From an optimization exercise on the open Yosys and OpenROAD flow, aimed at a short achievable clock period and few clock cycles; shortcuts taken in it are not production practice. In this exercise RTL edits were held to simulation tests only and were not proved equivalent to the original. The flow treats the clock pin as an ideal source. Dropping or thinning the clock tree relies on that and would not hold on a real chip. Power and IR drop assume default switching activity.

v57:
==> flow/design.v (excerpt) <==
module conv_accel_top (
  input  logic                   clk,
  input  logic                   reset,
  input  logic                   ready,
  input  conv_accel_pkg::pixel_t idata,
  output logic                   busy,
  output conv_accel_pkg::addr_t  iaddr,
  output logic                   cwr,
  output logic [2:0]             csel,
  output conv_accel_pkg::addr_t  caddr_wr,
  output conv_accel_pkg::pixel_t cdata_wr
);
  logic        start;
  logic        rd_vld;
  logic        rd_pad;
  logic [1:0]  rd_row;
  logic        rd_col0;
  logic        rd_col1;
  logic        rd_first;
  logic        sum_vld;
  logic [37:0] sum;
  logic        last_written;
  logic        busy_i;
  assign start = ready && !busy_i;
  always_ff @(posedge clk or posedge reset) begin
    if (reset) begin
      busy   <= 1'b0;
      busy_i <= 1'b0;
    end else begin
      busy   <= start || (busy && !last_written);
      busy_i <= start || (busy_i && !last_written);
    end
  end
  conv_scan conv_scan_i (
    .clk      (clk),
    .reset    (reset),
    .start    (start),
    .iaddr    (iaddr),
    .rd_vld   (rd_vld),
  ...
==> flow/config.mk <==
export PLATFORM = sky130hd
export DESIGN_NAME = conv_accel_top
export DESIGN_NICKNAME = conv_accel_top
export VERILOG_FILES = /design/flow/design.v
export SDC_FILE = /design/flow/constraint.sdc
export NUM_CORES = 4
export LEC_CHECK = 0
export ABC_CLOCK_PERIOD_IN_PS = 2500
export CAP_MARGIN = 20
export CORE_MARGIN = 2
export CORE_UTILIZATION = 65
export SLEW_MARGIN = 20
==> flow/constraint.sdc <==
create_clock -name core_clock -period 10.0 [get_ports {clk}]
set_input_delay 2.0000 -clock core_clock [delete_from_list [all_inputs] [get_ports {clk}]]
set_output_delay 2.0000 -clock core_clock [all_outputs]
set_load 0.01 [all_outputs]
standard.sh (not shown) runs the stock make flow with config.mk's settings and CLKGATE_MAP_FILE= SYNTH_SCRIPT=/design/flow/synth_recipe.tcl, a recipe that flattens the netlist after the stock synthesis.
==> flow/flow/run.sh <==
#!/bin/bash
set -e
export SETUP_SLACK_MARGIN=8
export PRE_CTS_TCL=$PWD/flow/pre_cts.tcl
bash standard.sh > standard_flow.log 2>&1
Other scripts of this flow, unchanged in this note and not shown: flow/flow/clock_tree.tcl, flow/flow/pre_cts.tcl
v57 completed every stage of the flow, and the final layout passed the timing, design-rule and antenna checks.
Testbench counts of v57, summed over its fixed seeds: cycles 147,762.
#### Input delta (v54 over v57)
Settings: CORE_UTILIZATION: 65 -> 75.
diff --git a/flow/flow/run.sh b/flow/flow/run.sh
--- a/flow/flow/run.sh
+++ b/flow/flow/run.sh
@@ -3 +3 @@
-export SETUP_SLACK_MARGIN=8
+export SETUP_SLACK_MARGIN=7.5
==> notes.md <==
Number of different library cells in the post-synthesis netlist: v54 vs v57, no meaningful difference. Number of post-CTS setup repair buffers, v54 and v57, higher one = v57. v57: no failed stages, no open violations at the end. v54 is listed as incomplete: the tool reported an error in global routing and the run ended there. Summary of the comparison: post-cts gate resize count is lower in v54, relative to v57. Reported for v54 and v57, area after synthesis turned out identical to the last digit.
Setup changes, v54 to v5
Settings: CORE_UTILIZATION changed from 75 to 65.
v5 | status: complete | timing, DRC, antenna: pass
Vertical die dimension, v54 and v5: lower on v54
[v5] row count rose about 7% relative to v54
Worst slack after detailed placement, v54 and v5: larger value in v5
Across both runs, post-CTS setup repair buffer count was lower for v5 than for v54.
The inputs of v52 differ from those of v5 as listed below.
Settings: a change of CORE_UTILIZATION from 65 to 70.
--- outcome ---
- Comparing global-route usage for v5 and v52, the bigger number came from v52.
- v52 vs v5, worst setup path startpoint: conv_writeback_i.cwr$_DFF_PP0_ vs busy$_DFF_PP0_
- Diff v52..v5 | first-pass GRT wire length | negligible
- v52 -> v5: overall power after layout flat
- Relative to v5, detailed-route wire length per cell has increased by about 1.3% in v52.
- Post-layout instance area, v5 and v52, lower one = v52.
- In v52 the initial core utilization turned out 5.2 points higher than in v5.
In v57, v5 and v52 the design's own scripts or RTL, not TritonCTS, make the clock network.

* * *

## run 1
conv_accel_top again, from the RTL that the note above started with.
## conv_accel_top
module conv_accel_top (
  input  logic                   clk,
  input  logic                   reset,
  input  logic                   ready,
  input  conv_accel_pkg::pixel_t idata,
  output logic                   busy,
  output conv_accel_pkg::addr_t  iaddr,
  output logic                   cwr,
  output logic [2:0]             csel,
  output conv_accel_pkg::addr_t  caddr_wr,
  output conv_accel_pkg::pixel_t cdata_wr
);
==> flow/config.mk <==
export PLATFORM = sky130hd
export DESIGN_NAME = conv_accel_top
export DESIGN_NICKNAME = conv_accel_top
export VERILOG_FILES = /design/flow/design.v
export SDC_FILE = /design/flow/constraint.sdc
export NUM_CORES = 4
export LEC_CHECK = 0
export ABC_CLOCK_PERIOD_IN_PS = 2500
export CAP_MARGIN = 20
export CORE_MARGIN = 2
export CORE_UTILIZATION = 65
export SLEW_MARGIN = 20
==> flow/constraint.sdc <==
create_clock -name core_clock -period 10.0 [get_ports {clk}]
set_input_delay 2.0000 -clock core_clock [delete_from_list [all_inputs] [get_ports {clk}]]
set_output_delay 2.0000 -clock core_clock [all_outputs]
set_load 0.01 [all_outputs]
==> flow/flow/run.sh <==
#!/bin/bash
set -e
export SETUP_SLACK_MARGIN=7
export PRE_CTS_TCL=$PWD/flow/pre_cts.tcl
bash standard.sh > standard_flow.log 2>&1
Other scripts of this flow, unchanged in this note and not shown: flow/flow/clock_tree.tcl, flow/flow/pre_cts.tcl
Testbench counts of run 1, summed over its fixed seeds: cycles 147,762.
For run 2, these inputs were changed with respect to run 1:
==> flow/flow/run.sh <==
#!/bin/bash
set -e
export SETUP_SLACK_MARGIN=7.5
export PRE_CTS_TCL=$PWD/flow/pre_cts.tcl
bash standard.sh > standard_flow.log 2>&1
Findings:
- Of run 2 and run 1, the run reporting the higher total non-filler cell area in the finished layout was run 2.
- Number of vias per cell grows slightly when moving from run 1 to run 2.
- Run comparison: run 1 startpoint-to-endpoint class of the critical path register to register; run 2 startpoint-to-endpoint class of the critical path register to output pin
- Delta (run 2 minus run 1): first-pass GRT wire length went up 5.5%, sequential group power held, via count went up 3263, filler-free cell count of the finished design went up 410.
- Looking at run 2 and run 1, the number of cells in the design after placement is a wash.
- Comparing the two runs side by side, run 2 comes out behind run 1 on worst supply voltage drop on vdd.
- Density: run 2 denser than run 1
- Summary of run 2 over run 1: detailed-routing wirelength on met1 saw an increase; internal power summed over all cells saw little to no change.
Modified inputs, run 3 compared to run 2
==> flow/flow/run.sh <==
#!/bin/bash
set -e
export SETUP_SLACK_MARGIN=8
export PRE_CTS_TCL=$PWD/flow/pre_cts.tcl
bash standard.sh > standard_flow.log 2>&1
## What came out
Slew at the pin closest to its max-slew limit ends up lower on run 3.
Going from run 2 to run 3, the total inserted antenna cells was found to have gone up by 2.
In the tables for run 3 and run 2, number of standard cells in the final layout excluding fillers reads higher with run 3.
Compared with run 2, final non-filler cell area in run 3 increased by a few percent.
In every run of this note, the design's own scripts or RTL, not TritonCTS, make the clock network.

## separate check: timing with driven ports
No port has a modelled driver above. Below, the same layouts with a new extraction and two added sets of constraints. Step 1 (the two cells are an assumption about what drives the block):
set clk [get_ports {clk}]
set_driving_cell -lib_cell sky130_fd_sc_hd__clkbuf_16 $clk
set_driving_cell -lib_cell sky130_fd_sc_hd__buf_2 [delete_from_list [all_inputs] $clk]
Step 2 adds t to the input delays and takes it off the output delays; t is the mean of the earliest and latest rising clock arrival at the registers after step 1. Input paths then give back, and output paths get back, about the clock's delay inside the block. Slacks: no drivers / after step 1 / after step 2; pairs: no drivers / after step 1.
run | t (ns) | setup slack, ns | latest minus earliest clock arrival (ns) | cell pins on the clock port's net
v57 | 0.773 | 6.892 / 6.684 / 7.257 | 0.083 / 0.082 | 4
v5 | 0.754 | 6.939 / 6.744 / 7.120 | 0.072 / 0.073 | 4
v52 | 0.768 | 6.917 / 6.726 / 7.164 | 0.055 / 0.055 | 4
run 1 | 0.749 | 6.844 / 6.735 / 6.844 | 0.074 / 0.072 | 4
run 2 | 0.746 | 6.981 / 6.761 / 7.208 | 0.074 / 0.075 | 4
run 3 | 0.735 | 6.905 / 6.697 / 7.244 | 0.058 / 0.058 | 4
After both steps every run listed still meets setup and hold. The worst setup slack also covers recovery checks on asynchronous resets.
